From an optimization exercise on the open Yosys and OpenROAD flow, aimed at small area and a short achievable clock period; shortcuts taken in it are not production practice.
At most, simulation tests tie the RTL to the original design; equivalence was not proved.
Only the layout flow was run in run 1; the RTL was not checked for function there.

==> flow/design.v, too long to show whole: its modules and the start of the top module <==
// module booth_encode: 20 lines
// module fa_cell: 11 lines
// module result_saturate: 16 lines
// module conv3x3_mac: 3250 lines
module conv3x3_mac
(
    input  logic                             clk,
    input  logic                             reset,
    input  logic                             conv_en,
    input  logic [9*16-1:0] filter_taps,
    input  logic [9*16-1:0] window_taps,
    output logic [16-1:0]           out_data,
    output logic                             out_we
);
  // ...
==> flow/flow/run.sh <==
#!/bin/bash
# Layout flow: the standard ORFS flow (standard synthesis unchanged),
# except that buffer_ports makes the input and output port buffers from the
# smallest buffer, sky130_fd_sc_hd__buf_1, which the resizer may still size
# up where timing needs it. Each ORFS step keeps its own log under
# orfs/logs/; make's own output goes to flow_make.log here.
set -euo pipefail
bash standard.sh BUFFER_PORTS_ARGS="-buffer_cell sky130_fd_sc_hd__buf_1" finish > flow_make.log 2>&1
==> flow/standard.sh <==
#!/bin/bash
# synth_recipe.tcl (not shown) runs the flow's synth.tcl, then flattens the netlist and writes it again
# the make line also repeats each setting of config.mk as NAME=value (left out here)
make -C /OpenROAD-flow-scripts/flow DESIGN_CONFIG=/design/flow/config.mk WORK_HOME=/design/flow/orfs CLKGATE_MAP_FILE= SYNTH_SCRIPT=/design/flow/synth_recipe.tcl "${@:-finish}"
==> flow/config.mk <==
export PLATFORM = sky130hd
export DESIGN_NAME = conv3x3_mac
export DESIGN_NICKNAME = conv3x3_mac
export VERILOG_FILES = /design/flow/design.v
export SDC_FILE = /design/flow/constraint.sdc
export NUM_CORES = 4
export LEC_CHECK = 0
export ABC_AREA = 1
export CAP_MARGIN = 20
export CORE_MARGIN = 2
export CORE_UTILIZATION = 55
export SETUP_SLACK_MARGIN = 5
export SLEW_MARGIN = 20
export SYNTH_HIERARCHICAL = 1
==> flow/constraint.sdc <==
create_clock -name core_clock -period 8.5 [get_ports {clk}]
set_input_delay 1.7000 -clock core_clock [delete_from_list [all_inputs] [get_ports {clk}]]
set_output_delay 1.7000 -clock core_clock [all_outputs]
set_load 0.01 [all_outputs]
==> report_table.html, run 1 <==
<table>
<tr><th>Metric</th><th>Value</th></tr>
<tr><th colspan="2">Run status</th></tr>
<tr><td>Result of the run</td><td>no timing/DRC/antenna violations</td></tr>
<tr><th colspan="2">Place</th></tr>
<tr><td>Post-DP HPWL</td><td>244200 microns</td></tr>
<tr><td>Final weighted congestion in routability-driven placement</td><td>1.092</td></tr>
<tr><th colspan="2">STA</th></tr>
<tr><td>Final worst hold slack</td><td>roughly 330 ps</td></tr>
<tr><td>Post-Route Setup TNS</td><td>0 ps</td></tr>
<tr><td>Worst-case setup margin in the final layout</td><td>between 4000 and 5000 ps</td></tr>
<tr><td>Share of the clock period used by the worst path after layout</td><td>between 40 and 50%</td></tr>
<tr><th colspan="2">Synth</th></tr>
<tr><td>Cells after Synth</td><td>6363</td></tr>
<tr><th colspan="2">Worst setup path</th></tr>
<tr><td>Worst setup slack for register-to-register paths</td><td>between 4000 and 5000 ps</td></tr>
<tr><td>Nature of the critical path startpoint</td><td>register</td></tr>
<tr><td>Start point of the critical path</td><td>f_q[15]$_DFF_P_</td></tr>
<tr><td>Endpoint of the worst setup timing path</td><td>r2_q[352]$_DFF_P_</td></tr>
<tr><td>Kind of critical path</td><td>reg -&gt; reg</td></tr>
<tr><th colspan="2">Finish</th></tr>
<tr><td>Multi-input gate area in the final layout</td><td>~47000 sq um</td></tr>
<tr><td>Count of non-CTS buffers in the layout</td><td>roughly 380</td></tr>
<tr><td>Area of all placed cells without fillers</td><td>74710 sq um</td></tr>
<tr><th colspan="2">CTS</th></tr>
<tr><td>Clock transition at the register clock pins on the worst setup and hold paths after CTS</td><td>about 60 ps</td></tr>
<tr><td>Post-cts resize count</td><td>6</td></tr>
<tr><td>Number of buffers inserted for hold repair after clock tree synthesis</td><td>0</td></tr>
<tr><td>Clk sink count</td><td>between 900 and 1000</td></tr>
<tr><th colspan="2">GRT</th></tr>
<tr><td>Most used routing layer</td><td>met2</td></tr>
<tr><th colspan="2">Run</th></tr>
<tr><td># Max-Cap Violations</td><td>0</td></tr>
<tr><th colspan="2">Drt</th></tr>
<tr><td>Drt drc</td><td>0</td></tr>
<tr><td>Final wirelength</td><td>around 300000 microns</td></tr>
<tr><th colspan="2">Hold path</th></tr>
<tr><td>WHS Path Cells</td><td>0</td></tr>
<tr><td>Classification of the worst-slack hold path</td><td>reg -&gt; reg</td></tr>
<tr><th colspan="2">Floorplan</th></tr>
<tr><td>Initial Util</td><td>55.46%</td></tr>
<tr><td>Die Outline Area</td><td>between 100000 and 150000 sq um</td></tr>
</table>
==> inputs of run 2 (changes only) <==
--- a/flow/design.v
+++ b/flow/design.v
@@ -62,17 +62,17 @@
     input  logic                             reset,
     input  logic                             conv_en,
     input  logic [9*16-1:0] filter_taps,
     input  logic [9*16-1:0] window_taps,
     output logic [16-1:0]           out_data,
     output logic                             out_we
 );
     logic [143:0] f_q;
-    logic [4:0] vld;
+    logic [3:0] vld;
     logic [396:0] r2_q;
     logic [88:0] r3_q;
     logic [34:0] sum_a, sum_b;
     logic [7:0] one_0, two_0, neg_0;
     logic [7:0] one_d0, two_d0, neg_d0;
     logic [7:0] one_1, two_1, neg_1;
     logic [7:0] one_d1, two_d1, neg_d1;
     logic [7:0] one_2, two_2, neg_2;
@@ -1440,19 +1440,19 @@
         two_8 <= two_d8;
         neg_8 <= neg_d8;
     end
     always_ff @(posedge clk)
     begin
         if (reset)
             vld <= '0;
         else
-            vld <= {vld[3:0], conv_en};
+            vld <= {vld[2:0], conv_en};
     end
-    assign out_we = vld[4];
+    assign out_we = vld[3];
     booth_encode u_booth_0 (.b(window_taps[0 +: 16]), .one(one_d0), .two(two_d0), .neg(neg_d0));
     booth_encode u_booth_1 (.b(window_taps[16 +: 16]), .one(one_d1), .two(two_d1), .neg(neg_d1));
     booth_encode u_booth_2 (.b(window_taps[32 +: 16]), .one(one_d2), .two(two_d2), .neg(neg_d2));
     booth_encode u_booth_3 (.b(window_taps[48 +: 16]), .one(one_d3), .two(two_d3), .neg(neg_d3));
     booth_encode u_booth_4 (.b(window_taps[64 +: 16]), .one(one_d4), .two(two_d4), .neg(neg_d4));
     booth_encode u_booth_5 (.b(window_taps[80 +: 16]), .one(one_d5), .two(two_d5), .neg(neg_d5));
     booth_encode u_booth_6 (.b(window_taps[96 +: 16]), .one(one_d6), .two(two_d6), .neg(neg_d6));
     booth_encode u_booth_7 (.b(window_taps[112 +: 16]), .one(one_d7), .two(two_d7), .neg(neg_d7));
@@ -3284,21 +3284,18 @@
         r3_q[82] <= fc1231;
         r3_q[83] <= fc1241;
         r3_q[84] <= fs1245;
         r3_q[85] <= fs1247;
         r3_q[86] <= fc1245;
         r3_q[87] <= fc1246;
         r3_q[88] <= fc1247;
     end
-    always_ff @(posedge clk)
-    begin
-        sum_a <= {1'b1, r3_q[87], r3_q[85], r3_q[83], r3_q[81], r3_q[79], r3_q[78], fc1177, fc1149, fc1118, fc1081, fs1081, fc995, fc946, fc891, fc833, fc769, fs769, fc631, fc560, fc489, fs488, fs427, fc312, r3_q[77], r3_q[75], r3_q[73], r3_q[71], r3_q[69], r3_q[67], r3_q[65], r3_q[63], r3_q[61], r3_q[59], r3_q[57]};
-        sum_b <= {1'b0, r3_q[88], r3_q[86], r3_q[84], r3_q[82], r3_q[80], fc1199, fs1199, fs1177, fs1149, fs1118, fc1041, fs1041, fs995, fs946, fs891, fs833, fc702, fs702, fs631, fs560, fs489, fs426, fs365, fs312, r3_q[76], r3_q[74], r3_q[72], r3_q[70], r3_q[68], r3_q[66], r3_q[64], r3_q[62], r3_q[60], r3_q[58]};
-    end
+    assign sum_a = {1'b1, r3_q[87], r3_q[85], r3_q[83], r3_q[81], r3_q[79], r3_q[78], fc1177, fc1149, fc1118, fc1081, fs1081, fc995, fc946, fc891, fc833, fc769, fs769, fc631, fc560, fc489, fs488, fs427, fc312, r3_q[77], r3_q[75], r3_q[73], r3_q[71], r3_q[69], r3_q[67], r3_q[65], r3_q[63], r3_q[61], r3_q[59], r3_q[57]};
+    assign sum_b = {1'b0, r3_q[88], r3_q[86], r3_q[84], r3_q[82], r3_q[80], fc1199, fs1199, fs1177, fs1149, fs1118, fc1041, fs1041, fs995, fs946, fs891, fs833, fc702, fs702, fs631, fs560, fs489, fs426, fs365, fs312, r3_q[76], r3_q[74], r3_q[72], r3_q[70], r3_q[68], r3_q[66], r3_q[64], r3_q[62], r3_q[60], r3_q[58]};
     logic [34:0] acc;
     logic [15:0] clamped;
     assign acc = sum_a + sum_b;
     result_saturate #(.SUM_W(35)) u_saturate (
         .sum     (acc),
         .clamped (clamped)
     );
     always_ff @(posedge clk)
--- a/flow/config.mk
+++ b/flow/config.mk
@@ -5,10 +5,10 @@
 export SDC_FILE = /design/flow/constraint.sdc
 export NUM_CORES = 4
 export LEC_CHECK = 0
 export ABC_AREA = 1
 export CAP_MARGIN = 20
 export CORE_MARGIN = 2
 export CORE_UTILIZATION = 55
 export SETUP_SLACK_MARGIN = 5
-export SLEW_MARGIN = 20
+export SLEW_MARGIN = 60
 export SYNTH_HIERARCHICAL = 1
==> run 2 against run 1 <==
  * Non-clock buffer count is 2 higher
  * Flip-flop and latch count shrank 69
  * Die area shrank 2.0%
  * Register-to-register slack is essentially flat
  * Synthesized cell count shrank 1.1%
  * Utilization up 0.061 points
  * Cell count down 1.2%
  * Fmax decreased by 0.14%
  * Highest routed layer unchanged
==> report_table.html, run 2 <==
<table>
<tr><th>Metric</th><th>Value</th></tr>
<tr><th colspan="2">STA</th></tr>
<tr><td>Final clock skew</td><td>35.75 ps (was 56.93 ps)</td></tr>
<tr><td>Slew at the pin closest to its max-slew limit</td><td>677.1 ps (was 1005 ps)</td></tr>
<tr><td>Max transition margin</td><td>54.73% (was 32.55%)</td></tr>
<tr><td>Post-Route Setup TNS</td><td>0 ps (unchanged)</td></tr>
<tr><td>Max Clk Rate</td><td>0.2841 GHz (was 0.2845 GHz)</td></tr>
<tr><td>Final setup violation count</td><td>0 (unchanged)</td></tr>
<tr><td>Pins Over Slew Limit</td><td>0 (unchanged)</td></tr>
<tr><td>RSZ-0062 raised after global routing</td><td>true (was false)</td></tr>
<tr><td>Share of the clock period used by the worst path after layout</td><td>41.40% (was 41.35%)</td></tr>
<tr><td>Final Hold Fails</td><td>0 (unchanged)</td></tr>
<tr><td>Min Tclk post-route</td><td>3519 ps (was 3515 ps)</td></tr>
<tr><th colspan="2">Run</th></tr>
<tr><td># Max-Cap Violations</td><td>0 (unchanged)</td></tr>
<tr><th colspan="2">Worst setup path</th></tr>
<tr><td>Crit-path slowest cell</td><td>fa_1 (unchanged)</td></tr>
<tr><td>Critical path's largest stage delay</td><td>830 ps (was 890 ps)</td></tr>
<tr><td>Nature of the critical path startpoint</td><td>register (unchanged)</td></tr>
<tr><td>Cells along the critical path</td><td>clkinv_1, o22ai_1, xor2_1, fa_1, fa_1, fa_1 (was inv_1, o22ai_1, xor2_1, fa_1, fa_1, fa_1)</td></tr>
<tr><td>Critical path fanouts, max</td><td>15 (was 9)</td></tr>
<tr><td>Kind of critical path</td><td>reg -&gt; reg (unchanged)</td></tr>
<tr><td>Most frequent CP cell</td><td>fa_1 (unchanged)</td></tr>
<tr><td>Data arrival, critical path</td><td>4120 ps (was 4140 ps)</td></tr>
<tr><td>Critical path buffers and inverters</td><td>1 (unchanged)</td></tr>
<tr><td>Crit path required time</td><td>9100 ps (was 9130 ps)</td></tr>
<tr><td>Cell class contributing the biggest share of worst-path delay</td><td>adder cells (unchanged)</td></tr>
<tr><td>Kind of capture point of the worst setup path</td><td>register (unchanged)</td></tr>
<tr><th colspan="2">Finish</th></tr>
<tr><td>Area Growth Syn to Fin</td><td>7.454% (was 7.139%)</td></tr>
<tr><td>Largest register by flop count</td><td>r2_q (unchanged)</td></tr>
<tr><td>Area of all placed cells without fillers</td><td>73450 sq um (was 74710 sq um)</td></tr>
<tr><td>Final net count</td><td>7837 (was 7912)</td></tr>
<tr><td>Flip-flop count of the largest register, all copies and words added</td><td>397 (unchanged)</td></tr>
<tr><td>Most frequent cells in the layout</td><td>xor2_1, fa_1, o22ai_1 (was fa_1, xor2_1, o22ai_1)</td></tr>
<tr><td>Fraction of final layout cells with drive strength greater than 1</td><td>7.981% (was 4.641%)</td></tr>
<tr><td>Number of cells in the finished layout apart from fillers</td><td>7986 (was 8082)</td></tr>
<tr><td>Utilization after layout</td><td>59.48% (was 59.42%)</td></tr>
<tr><td>Leading registers by flop count</td><td>r2_q: 397 flops, f_q: 144 flops, r3_q: 89 flops (unchanged)</td></tr>
<tr><td>Most common cell after layout, fill and taps aside</td><td>xor2_1 (was fa_1)</td></tr>
<tr><th colspan="2">CTS</th></tr>
<tr><td>Clk sink count</td><td>866 (was 935)</td></tr>
<tr><td>CTS root buffer</td><td>clkbuf_16 (unchanged)</td></tr>
<tr><td>Buffer levels on the longest clock path</td><td>3 (unchanged)</td></tr>
<tr><td>H-tree depth reported by CTS</td><td>3 (unchanged)</td></tr>
<tr><td>Worst-skew pair later-pin latency</td><td>760 ps (was 780 ps)</td></tr>
<tr><td>Total CTS buffers</td><td>95 (was 104)</td></tr>
<tr><td>Clock transition at the register clock pins on the worst setup and hold paths after CTS</td><td>60 ps (about the same)</td></tr>
<tr><td>CTS tree</td><td>yes (unchanged)</td></tr>
<tr><td>Number of buffers inserted for hold repair after clock tree synthesis</td><td>0 (unchanged)</td></tr>
<tr><th colspan="2">GRT</th></tr>
<tr><td>Wire length of the first global-routing pass</td><td>410100 microns (was 412000 microns)</td></tr>
<tr><td>Via count of the first global-routing pass</td><td>50881 (was 51345)</td></tr>
<tr><td>GR Util All Layers</td><td>47.26% (was 46.22%)</td></tr>
<tr><td>Number of antenna violations at the first check in global routing</td><td>14 (was 15)</td></tr>
<tr><td>Maximum number of pins on one net before global-route repair</td><td>19 (unchanged)</td></tr>
<tr><td>Leftover overflow at the end of global routing</td><td>0 (unchanged)</td></tr>
<tr><th colspan="2">Drt</th></tr>
<tr><td>DRC marker count from the first detailed-route iteration</td><td>8065 (was 8122)</td></tr>
<tr><td>First-pass DRT Iterations</td><td>7 (unchanged)</td></tr>
<tr><td>Drt drc</td><td>0 (unchanged)</td></tr>
<tr><td>Final wirelength</td><td>300500 microns (was 300700 microns)</td></tr>
<tr><td>Post-route ant nets</td><td>0 (unchanged)</td></tr>
<tr><td>Average vias per placed instance</td><td>6.513 (was 6.444)</td></tr>
<tr><td>Routed length per instance</td><td>37.62 microns (was 37.21 microns)</td></tr>
<tr><td>Total vias in the final route</td><td>52009 (was 52077)</td></tr>
<tr><th colspan="2">Synth</th></tr>
<tr><td>Warnings from Yosys</td><td>8 (unchanged)</td></tr>
<tr><td>Post-synthesis instance area</td><td>68350 sq um (was 69730 sq um)</td></tr>
<tr><td>Cells after Synth</td><td>6293 (was 6363)</td></tr>
<tr><td>Syn_nets</td><td>7867 (was 7937)</td></tr>
<tr><td>Mean cell area of the mapped netlist</td><td>10.86 sq um (was 10.96 sq um)</td></tr>
<tr><th colspan="2">Place</th></tr>
<tr><td>Placed insts</td><td>7799 (was 7882)</td></tr>
<tr><td>Post-placement cell area</td><td>69800 sq um (was 71060 sq um)</td></tr>
<tr><td>Post-DP HPWL</td><td>240900 microns (was 244200 microns)</td></tr>
<tr><td>Count of buffers inserted at the top-level ports</td><td>307 (unchanged)</td></tr>
<tr><td>Final weighted congestion in routability-driven placement</td><td>1.102 (was 1.092)</td></tr>
<tr><th colspan="2">Floorplan</th></tr>
<tr><td>Total number of placement rows</td><td>129 (was 130)</td></tr>
<tr><td>Initial Util</td><td>55.36% (was 55.46%)</td></tr>
<tr><td>I/O pin total</td><td>308 (unchanged)</td></tr>
<tr><td>Die outline width</td><td>356.5 microns (was 360.1 microns)</td></tr>
<tr><td>Die Outline Area</td><td>127100 sq um (was 129700 sq um)</td></tr>
<tr><td>Chip height</td><td>356.5 microns (was 360.1 microns)</td></tr>
<tr><td>Core region area</td><td>123500 sq um (was 125700 sq um)</td></tr>
<tr><th colspan="2">Run status</th></tr>
<tr><td>Result of the run</td><td>no timing/DRC/antenna violations (unchanged)</td></tr>
<tr><th colspan="2">Hold path</th></tr>
<tr><td>Classification of the worst-slack hold path</td><td>reg -&gt; reg (unchanged)</td></tr>
</table>
## run 2: timing repair
action	in CTS	in global routing
pin swaps	0	11
cloned	0	2
buffers inserted	0	2
resized for setup	5	70
setup endpoints to repair	16	27
## run 2: cell type report
type	instances	area, sq um
Antenna cell	9	22.52
Clock inverter	41	506.7
Fill cell	10477	50030
Multi-Input combinational cell	4400	47080
Clock buffer	133	2753
Tap cell	1637	2048
Sequential cell	866	17340
Timing Repair Buffer	378	1723
Inverter	522	1967
## run 2: path summary, 6_finish.rpt
kind / slack (ps) / from / endpoint / depth (start not counted)
worst max-delay path: 4980 / one_4[4]$_DFF_P_ / r2_q[103]$_DFF_P_ / 6
worst min-delay path: 320 / r2_q[394]$_DFF_P_ / r3_q[58]$_DFF_P_ / 0
worst max register to register: 4980 / one_4[4]$_DFF_P_ / r2_q[103]$_DFF_P_ / 6
worst min register to register: 320 / r2_q[394]$_DFF_P_ / r3_q[58]$_DFF_P_ / 0
## run 2: worst register-to-register path, cell delays in order (launching register included)
cell and delay [ps]:
dfxtp_1 350, clkinv_1 470, o22ai_1 380, xor2_1 340, fa_1 480, fa_1 830
fa_1 530
## run 2: routing by layer
metal / wire [microns] / share of wire (%) / track usage, %
met2: 122500 / 41 / 65.81
met1: 108100 / 36 / 60.03
met3: 41710 / 14 / 18.39
met5: 13 / 0.0043 / 0.2593
met4: 28190 / 9.4 / 33.78
## run 2: stage by stage
step / setup slack [ps] / hold WS (ps)
after CTS: 5005 / 327.4
after global routing: 4997 / 341.1
after floorplan: 5403 / 309.6
after detailed placement: 4841 / 313.5
final: 4981 / 324.5
after global placement: 4864 / 314.0
==> inputs of run 3 (changes only) <==
--- a/flow/config.mk
+++ b/flow/config.mk
@@ -10,5 +10,5 @@
 export CORE_MARGIN = 2
 export CORE_UTILIZATION = 55
 export SETUP_SLACK_MARGIN = 5
-export SLEW_MARGIN = 60
+export SLEW_MARGIN = 20
 export SYNTH_HIERARCHICAL = 1
==> run 3 against run 2 <==
  * Worst hold slack gained 3.7 ps
  * Area after synthesis unchanged
  * Flip-flop and latch count stayed put
  * Critical path type unchanged
  * Fmax about the same
  * Utilization fell by 0.11 points
  * Critical path depth did not move
  * Clock skew grew 9.0 ps
  * Still clean on timing, DRC and antenna
  * Highest routed layer unchanged
==> report_table.html, run 3 <==
<table>
<tr><th>Metric</th><th>Value</th></tr>
<tr><th colspan="2">Finish</th></tr>
<tr><td>Number of cells in the finished layout apart from fillers</td><td>7991 (was 7986)</td></tr>
<tr><td>Most frequent cells in the layout</td><td>xor2_1, fa_1, o22ai_1 (unchanged)</td></tr>
<tr><td>Area of all placed cells without fillers</td><td>73300 sq um (was 73450 sq um)</td></tr>
<tr><td>Leading registers by flop count</td><td>r2_q: 397 flops, f_q: 144 flops, r3_q: 89 flops (unchanged)</td></tr>
<tr><td>Final net count</td><td>7839 (was 7837)</td></tr>
<tr><td>Area Growth Syn to Fin</td><td>7.247% (was 7.454%)</td></tr>
<tr><td>Largest register by flop count</td><td>r2_q (unchanged)</td></tr>
<tr><td>Fraction of final layout cells with drive strength greater than 1</td><td>4.951% (was 7.981%)</td></tr>
<tr><td>Flip-flop count of the largest register, all copies and words added</td><td>397 (unchanged)</td></tr>
<tr><td>Most common cell after layout, fill and taps aside</td><td>xor2_1 (unchanged)</td></tr>
<tr><th colspan="2">Floorplan</th></tr>
<tr><td>Chip height</td><td>356.5 microns (unchanged)</td></tr>
<tr><td>Total number of placement rows</td><td>129 (unchanged)</td></tr>
<tr><td>I/O pin total</td><td>308 (unchanged)</td></tr>
<tr><td>Initial Util</td><td>55.36% (unchanged)</td></tr>
<tr><td>Die Outline Area</td><td>127100 sq um (unchanged)</td></tr>
<tr><td>Die outline width</td><td>356.5 microns (unchanged)</td></tr>
<tr><td>Core region area</td><td>123500 sq um (unchanged)</td></tr>
<tr><th colspan="2">Worst setup path</th></tr>
<tr><td>Crit path required time</td><td>9080 ps (was 9100 ps)</td></tr>
<tr><td>Critical path fanouts, max</td><td>16 (was 15)</td></tr>
<tr><td>Most frequent CP cell</td><td>fa_1 (unchanged)</td></tr>
<tr><td>Nature of the critical path startpoint</td><td>register (unchanged)</td></tr>
<tr><td>Cells along the critical path</td><td>inv_1, o22ai_1, xor2_1, fa_1, fa_1, fa_1 (was clkinv_1, o22ai_1, xor2_1, fa_1, fa_1, fa_1)</td></tr>
<tr><td>Data arrival, critical path</td><td>4100 ps (was 4120 ps)</td></tr>
<tr><td>Crit-path slowest cell</td><td>fa_1 (unchanged)</td></tr>
<tr><td>Cell depth of the worst flop-to-flop path</td><td>6 (unchanged)</td></tr>
<tr><td>Kind of critical path</td><td>reg -&gt; reg (unchanged)</td></tr>
<tr><td>Kind of capture point of the worst setup path</td><td>register (unchanged)</td></tr>
<tr><td>Critical path's largest stage delay</td><td>620 ps (was 830 ps)</td></tr>
<tr><th colspan="2">Drt</th></tr>
<tr><td>Routed length per instance</td><td>37.57 microns (was 37.62 microns)</td></tr>
<tr><td>First-pass DRT Iterations</td><td>9 (was 7)</td></tr>
<tr><td>Drt drc</td><td>0 (unchanged)</td></tr>
<tr><td>DRC marker count from the first detailed-route iteration</td><td>7980 (was 8065)</td></tr>
<tr><td>Final wirelength</td><td>300200 microns (was 300500 microns)</td></tr>
<tr><td>Post-route ant nets</td><td>0 (unchanged)</td></tr>
<tr><td>Average vias per placed instance</td><td>6.481 (was 6.513)</td></tr>
<tr><td>Total vias in the final route</td><td>51792 (was 52009)</td></tr>
<tr><th colspan="2">CTS</th></tr>
<tr><td>CTS tree</td><td>yes (unchanged)</td></tr>
<tr><td>Number of buffers inserted for hold repair after clock tree synthesis</td><td>0 (unchanged)</td></tr>
<tr><td>Worst-skew pair later-pin latency</td><td>740 ps (was 760 ps)</td></tr>
<tr><td>CTS root buffer</td><td>clkbuf_16 (unchanged)</td></tr>
<tr><td>Clock transition at the register clock pins on the worst setup and hold paths after CTS</td><td>60 ps (about the same)</td></tr>
<tr><td>H-tree depth reported by CTS</td><td>3 (unchanged)</td></tr>
<tr><td>Buffer levels on the longest clock path</td><td>3 (unchanged)</td></tr>
<tr><td>Total CTS buffers</td><td>97 (was 95)</td></tr>
<tr><td>Clk sink count</td><td>866 (unchanged)</td></tr>
<tr><th colspan="2">STA</th></tr>
<tr><td>Max Clk Rate</td><td>0.2843 GHz (was 0.2841 GHz)</td></tr>
<tr><td>Min Tclk post-route</td><td>3517 ps (was 3519 ps)</td></tr>
<tr><td>Final Hold Fails</td><td>0 (unchanged)</td></tr>
<tr><td>Share of the clock period used by the worst path after layout</td><td>41.38% (was 41.40%)</td></tr>
<tr><td>Slew at the pin closest to its max-slew limit</td><td>1104 ps (was 677.1 ps)</td></tr>
<tr><td>Final setup violation count</td><td>0 (unchanged)</td></tr>
<tr><td>Pins Over Slew Limit</td><td>0 (unchanged)</td></tr>
<tr><td>Max transition margin</td><td>26.17% (was 54.73%)</td></tr>
<tr><td>Post-Route Setup TNS</td><td>0 ps (unchanged)</td></tr>
<tr><td>RSZ-0062 raised after global routing</td><td>false (was true)</td></tr>
<tr><td>Final clock skew</td><td>44.79 ps (was 35.75 ps)</td></tr>
<tr><td>Worst-case setup margin in the final layout</td><td>4983 ps (was 4981 ps)</td></tr>
<tr><th colspan="2">GRT</th></tr>
<tr><td>Leftover overflow at the end of global routing</td><td>0 (unchanged)</td></tr>
<tr><td>GR Util All Layers</td><td>47.18% (was 47.26%)</td></tr>
<tr><td>Number of antenna violations at the first check in global routing</td><td>19 (was 14)</td></tr>
<tr><td>Most used routing layer</td><td>met2 (unchanged)</td></tr>
<tr><td>Global-route met3 utilization</td><td>18.27% (was 18.39%)</td></tr>
<tr><td>Met1 GRT Util</td><td>59.59% (was 60.03%)</td></tr>
<tr><td>Maximum number of pins on one net before global-route repair</td><td>19 (unchanged)</td></tr>
<tr><td>Via count of the first global-routing pass</td><td>50981 (was 50881)</td></tr>
<tr><td>Global routing usage on met2</td><td>65.50% (was 65.81%)</td></tr>
<tr><td>Wire length of the first global-routing pass</td><td>410000 microns (was 410100 microns)</td></tr>
<tr><th colspan="2">Place</th></tr>
<tr><td>Count of buffers inserted at the top-level ports</td><td>307 (unchanged)</td></tr>
<tr><td>Post-DP HPWL</td><td>241100 microns (was 240900 microns)</td></tr>
<tr><td>Placed insts</td><td>7799 (unchanged)</td></tr>
<tr><td>Dpl ws</td><td>4832 ps (was 4841 ps)</td></tr>
<tr><td>Post-placement cell area</td><td>69660 sq um (was 69800 sq um)</td></tr>
<tr><td>Final weighted congestion in routability-driven placement</td><td>1.102 (unchanged)</td></tr>
<tr><th colspan="2">Synth</th></tr>
<tr><td>Mean cell area of the mapped netlist</td><td>10.86 sq um (unchanged)</td></tr>
<tr><td>Post-synthesis instance area</td><td>68350 sq um (unchanged)</td></tr>
<tr><td>Syn_nets</td><td>7867 (unchanged)</td></tr>
<tr><td>Warnings from Yosys</td><td>8 (unchanged)</td></tr>
<tr><td>Cells after Synth</td><td>6293 (unchanged)</td></tr>
<tr><th colspan="2">Run status</th></tr>
<tr><td>Result of the run</td><td>no timing/DRC/antenna violations (unchanged)</td></tr>
<tr><th colspan="2">Run</th></tr>
<tr><td># Max-Cap Violations</td><td>0 (unchanged)</td></tr>
<tr><th colspan="2">Hold path</th></tr>
<tr><td>Classification of the worst-slack hold path</td><td>reg -&gt; reg (unchanged)</td></tr>
<tr><td>WHS Path Cells</td><td>0 (unchanged)</td></tr>
</table>
run 3: what timing repair did:
action | in CTS | in global routing
pin swaps | 0 | 13
resized for setup | 8 | 69
endpoints found under the hold margin | 0 | 0
cloned | 0 | 2
setup endpoints to repair | 36 | 33
setup buffers | 0 | 2
run 3: worst paths after layout:
| path | from | to | slack (ps) |
|---|---|---|---|
| worst max-delay path | f_q[73]$_DFF_P_ | r2_q[337]$_DFF_P_ | 4980 |
| worst max register to register | f_q[73]$_DFF_P_ | r2_q[337]$_DFF_P_ | 4980 |
| worst min-delay path | r2_q[393]$_DFF_P_ | r3_q[57]$_DFF_P_ | 330 |
| worst min register to register | r2_q[393]$_DFF_P_ | r3_q[57]$_DFF_P_ | 330 |
run 3: final cells by class:
class | instances | area (sq um)
Timing Repair Buffer | 378 | 1697
Antenna cell | 12 | 30.03
Inverter | 522 | 1959
Tap cell | 1637 | 2048
Clock inverter | 37 | 504.2
Sequential cell | 866 | 17340
Multi-Input combinational cell | 4400 | 46940
Fill cell | 10554 | 50170
Clock buffer | 139 | 2788
run 3: layer usage:
layer / vias up / part of all wire [%]
met5: - / 0.025
met4: 12 / 9.4
met3: 869 / 14
met2: 3979 / 41
met1: 26405 / 36
li1: 20527 / -
run 3: worst max-delay path, delay by kind of cell (launching register included):
| kind | cells | cell delay (ps) |
|---|---|---|
| buffers and inverters | 1 | 610 |
| XOR/XNOR | 1 | 560 |
| adder cells (fa/ha/maj) | 3 | 1730 |
| flip-flops | 1 | 300 |
| AO/OA/AOI/OAI | 1 | 200 |
run 3: stage by stage:
stage               utilization, %  hold slack, ps
finish                       59.37           328.1
global route                 59.36           341.8
CTS                          59.10           328.0
detailed placement           56.42           314.6
global placement             56.42           314.0
floorplan                        -           309.6
==> inputs of run 4 (changes only) <==
--- a/flow/config.mk
+++ b/flow/config.mk
@@ -9,6 +9,7 @@
 export CAP_MARGIN = 20
 export CORE_MARGIN = 2
 export CORE_UTILIZATION = 55
+export CTS_BUF_LIST = sky130_fd_sc_hd__clkbuf_8
 export SETUP_SLACK_MARGIN = 5
 export SLEW_MARGIN = 20
 export SYNTH_HIERARCHICAL = 1
==> run 4 against run 3 <==
  * Cell count up 1.4%
  * Critical path depth is the same
  * Sequential share of layout area fell by 0.072 points
  * Routed wire length increased by 0.61%
  * Still clean
  * Critical path type unchanged
  * Utilization increased by 0.18 points
  * Area after synthesis unchanged
==> report_table.html, run 4 <==
<table>
<tr><th>Metric</th><th>Value</th></tr>
<tr><th colspan="2">STA</th></tr>
<tr><td>Pins Over Slew Limit</td><td>0 (unchanged)</td></tr>
<tr><td>Max Clk Rate</td><td>0.2817 GHz (was 0.2843 GHz)</td></tr>
<tr><td>Post-Route Setup TNS</td><td>0 ps (unchanged)</td></tr>
<tr><td>Final clock skew</td><td>46.20 ps (was 44.79 ps)</td></tr>
<tr><td>Worst-case setup margin in the final layout</td><td>4950 ps (was 4983 ps)</td></tr>
<tr><td>Share of the clock period used by the worst path after layout</td><td>41.76% (was 41.38%)</td></tr>
<tr><td>Max transition margin</td><td>28.62% (was 26.17%)</td></tr>
<tr><td>RSZ-0062 raised after global routing</td><td>false (unchanged)</td></tr>
<tr><td>Min Tclk post-route</td><td>3550 ps (was 3517 ps)</td></tr>
<tr><td>Final Hold Fails</td><td>0 (unchanged)</td></tr>
<tr><td>Slew at the pin closest to its max-slew limit</td><td>1067 ps (was 1104 ps)</td></tr>
<tr><td>Final worst hold slack</td><td>329.3 ps (was 328.1 ps)</td></tr>
<tr><td>Final setup violation count</td><td>0 (unchanged)</td></tr>
<tr><th colspan="2">Finish</th></tr>
<tr><td>Most common cell after layout, fill and taps aside</td><td>xor2_1 (unchanged)</td></tr>
<tr><td>Leading registers by flop count</td><td>r2_q: 397 flops, f_q: 144 flops, r3_q: 89 flops (unchanged)</td></tr>
<tr><td>Most frequent cells in the layout</td><td>xor2_1, fa_1, o22ai_1 (unchanged)</td></tr>
<tr><td>Area Growth Syn to Fin</td><td>7.573% (was 7.247%)</td></tr>
<tr><td>Flip-flop count of the largest register, all copies and words added</td><td>397 (unchanged)</td></tr>
<tr><td>Fraction of final layout cells with drive strength greater than 1</td><td>6.423% (was 4.951%)</td></tr>
<tr><td>Final net count</td><td>7896 (was 7839)</td></tr>
<tr><td>Utilization after layout</td><td>59.55% (was 59.37%)</td></tr>
<tr><td>Largest register by flop count</td><td>r2_q (unchanged)</td></tr>
<tr><td>Fill cell count</td><td>10598 (was 10554)</td></tr>
<tr><th colspan="2">Worst setup path</th></tr>
<tr><td>Critical R2R Capture</td><td>r2_q[337]$_DFF_P_ (unchanged)</td></tr>
<tr><td>Cell depth of the worst flop-to-flop path</td><td>6 (unchanged)</td></tr>
<tr><td>Critical path fanouts, max</td><td>16 (unchanged)</td></tr>
<tr><td>Crit path required time</td><td>9270 ps (was 9080 ps)</td></tr>
<tr><td>Kind of critical path</td><td>reg -&gt; reg (unchanged)</td></tr>
<tr><td>Data arrival, critical path</td><td>4320 ps (was 4100 ps)</td></tr>
<tr><td>R2R Path Start</td><td>f_q[72]$_DFF_P_ (was f_q[73]$_DFF_P_)</td></tr>
<tr><td>Worst setup slack for register-to-register paths</td><td>4950 ps (was 4980 ps)</td></tr>
<tr><td>Kind of capture point of the worst setup path</td><td>register (unchanged)</td></tr>
<tr><td>Nature of the critical path startpoint</td><td>register (unchanged)</td></tr>
<tr><th colspan="2">Drt</th></tr>
<tr><td>DRC marker count from the first detailed-route iteration</td><td>7332 (was 7980)</td></tr>
<tr><td>Total vias in the final route</td><td>52365 (was 51792)</td></tr>
<tr><td>First-pass DRT Iterations</td><td>8 (was 9)</td></tr>
<tr><td>Drt drc</td><td>0 (unchanged)</td></tr>
<tr><td>Final wirelength</td><td>302000 microns (was 300200 microns)</td></tr>
<tr><td>Routed length per instance</td><td>37.26 microns (was 37.57 microns)</td></tr>
<tr><td>Average vias per placed instance</td><td>6.461 (was 6.481)</td></tr>
<tr><td>Post-route ant nets</td><td>0 (unchanged)</td></tr>
<tr><th colspan="2">Hold path</th></tr>
<tr><td>Worst hold path startpoint</td><td>r2_q[393]$_DFF_P_ (unchanged)</td></tr>
<tr><td>Min-Delay Endpoint</td><td>r3_q[57]$_DFF_P_ (unchanged)</td></tr>
<tr><td>WHS Path Cells</td><td>0 (unchanged)</td></tr>
<tr><td>Classification of the worst-slack hold path</td><td>reg -&gt; reg (unchanged)</td></tr>
<tr><th colspan="2">Place</th></tr>
<tr><td>Final weighted congestion in routability-driven placement</td><td>1.102 (unchanged)</td></tr>
<tr><td>Post-DP HPWL</td><td>241100 microns (unchanged)</td></tr>
<tr><td>Count of buffers inserted at the top-level ports</td><td>307 (unchanged)</td></tr>
<tr><td>Dpl ws</td><td>4832 ps (unchanged)</td></tr>
<tr><th colspan="2">CTS</th></tr>
<tr><td>Number of buffers inserted for hold repair after clock tree synthesis</td><td>0 (unchanged)</td></tr>
<tr><td>CTS root buffer</td><td>clkbuf_8 (was clkbuf_16)</td></tr>
<tr><td>Clk sink count</td><td>866 (unchanged)</td></tr>
<tr><td>H-tree depth reported by CTS</td><td>4 (was 3)</td></tr>
<tr><td>CTS tree</td><td>yes (unchanged)</td></tr>
<tr><td>Total CTS buffers</td><td>153 (was 97)</td></tr>
<tr><td>Clock transition at the register clock pins on the worst setup and hold paths after CTS</td><td>60 ps (about the same)</td></tr>
<tr><td>Worst-skew pair later-pin latency</td><td>950 ps (was 740 ps)</td></tr>
<tr><td>Buffer levels on the longest clock path</td><td>3 (unchanged)</td></tr>
<tr><th colspan="2">GRT</th></tr>
<tr><td>GR Util All Layers</td><td>47.51% (was 47.18%)</td></tr>
<tr><td>Number of antenna violations at the first check in global routing</td><td>20 (was 19)</td></tr>
<tr><td>Wire length of the first global-routing pass</td><td>412200 microns (was 410000 microns)</td></tr>
<tr><td>Via count of the first global-routing pass</td><td>51706 (was 50981)</td></tr>
<tr><td>Leftover overflow at the end of global routing</td><td>0 (unchanged)</td></tr>
<tr><td>Maximum number of pins on one net before global-route repair</td><td>19 (unchanged)</td></tr>
<tr><th colspan="2">Synth</th></tr>
<tr><td>Syn_nets</td><td>7867 (unchanged)</td></tr>
<tr><td>Post-synthesis instance area</td><td>68350 sq um (unchanged)</td></tr>
<tr><td>Warnings from Yosys</td><td>8 (unchanged)</td></tr>
<tr><td>Mean cell area of the mapped netlist</td><td>10.86 sq um (unchanged)</td></tr>
<tr><td>Cells after Synth</td><td>6293 (unchanged)</td></tr>
<tr><th colspan="2">Floorplan</th></tr>
<tr><td>Chip height</td><td>356.5 microns (unchanged)</td></tr>
<tr><td>Die Outline Area</td><td>127100 sq um (unchanged)</td></tr>
<tr><td>Die outline width</td><td>356.5 microns (unchanged)</td></tr>
<tr><td>I/O pin total</td><td>308 (unchanged)</td></tr>
<tr><td>Total number of placement rows</td><td>129 (unchanged)</td></tr>
<tr><td>Initial Util</td><td>55.36% (unchanged)</td></tr>
<tr><td>Core region area</td><td>123500 sq um (unchanged)</td></tr>
<tr><th colspan="2">Run</th></tr>
<tr><td># Max-Cap Violations</td><td>0 (unchanged)</td></tr>
<tr><th colspan="2">Run status</th></tr>
<tr><td>Result of the run</td><td>no timing/DRC/antenna violations (unchanged)</td></tr>
</table>
==> run 4: final cells by class <==
type                            instances  area (sq um)  share of cell area (%)
Multi-Input combinational cell       4400         46960                   63.86
Inverter                              522          1959                   2.665
Sequential cell                       866         17340                   23.59
Timing Repair Buffer                  379          1700                   2.313
Clock inverter                         89         852.1                   1.159
Clock buffer                          190          2615                   3.557
Tap cell                             1637          2048                   2.786
Antenna cell                           22         55.05                 0.07487
==> run 4: timing repair <==
item,4_1_cts,5_1_grt
setup buffers,0,3
pin swaps,0,14
endpoints found under the setup margin,35,31
cloned,0,2
gates resized for setup,8,70
==> run 4: critical path, stage by stage, from the launching register on <==
cell and delay [ps]:
dfxtp_1 290, inv_1 620, o22ai_1 190, xor2_1 550
fa_1 600, fa_1 620, fa_1 500
==> run 4: how the worst max path moves through the flow <==
stage | startpoint | to | slack, ps | cells past startpoint
after floorplan | r3_q[36]$_DFF_P_ | out_data[10]$_DFF_P_ | 5400 | 16
after global placement | r3_q[36]$_DFF_P_ | out_data[0]$_DFF_P_ | 4860 | 15
after detailed placement | neg_8[3]$_DFF_P_ | r2_q[45]$_DFF_P_ | 4830 | 5
after CTS | neg_3[3]$_DFF_P_ | r2_q[45]$_DFF_P_ | 4990 | 6
after global routing | r3_q[11]$_DFF_P_ | out_data[3]$_DFF_P_ | 4970 | 17
final | f_q[72]$_DFF_P_ | r2_q[337]$_DFF_P_ | 4950 | 6
==> run 4: per-layer routing <==
layer	share of wire (%)	wire, microns	GRT usage (%)
met5	0.024	71	0
met3	14	43230	20.24
met2	41	123300	65.82
met1	36	107300	58.98
met4	9.3	28090	35.18
==> run 4: per-stage QoR <==
| step | instances | area (sq um) |
|---|---|---|
| final | 8105 | 73530 |
| after global routing | 8090 | 73490 |
| after CTS | 8078 | 73150 |
| after detailed placement | 7799 | 69660 |
| after global placement | 7799 | 69660 |
| after floorplan | 6293 | 68350 |

## separate check: timing with driven ports
In the flow no input, the clock included, has a driving cell. The finished layouts below were timed again as built, in two steps.
Step 1 sets driving cells, clkbuf_16 on the clock port and buf_2 on the other inputs (assumed; they add their load-dependent delay and slew).
Step 2 also shifts input and output timing later by t, the mid clock arrival at the registers, as if the neighbouring blocks saw the same clock.
Slacks: no drivers / after step 1 / after step 2; pairs: no drivers / after step 1.
| run | t, ns | setup WS [ns] | hold slack, ns | worst setup path at the end | worst register clock-pin slew, ns |
|---|---|---|---|---|---|
| run 1 | 0.830 | 4.985 / 4.985 / 4.985 | 0.327 / 0.327 / 0.327 | register to register | 0.07 / 0.07 |
| run 2 | 0.822 | 4.981 / 4.981 / 4.981 | 0.324 / 0.324 / 0.324 | register to register | 0.08 / 0.08 |
| run 3 | 0.802 | 4.983 / 4.983 / 4.983 | 0.328 / 0.328 / 0.328 | register to register | 0.08 / 0.08 |
| run 4 | 1.006 | 4.950 / 4.950 / 4.950 | 0.329 / 0.329 / 0.329 | register to register | 0.08 / 0.08 |
After both steps every run listed still meets setup and hold.
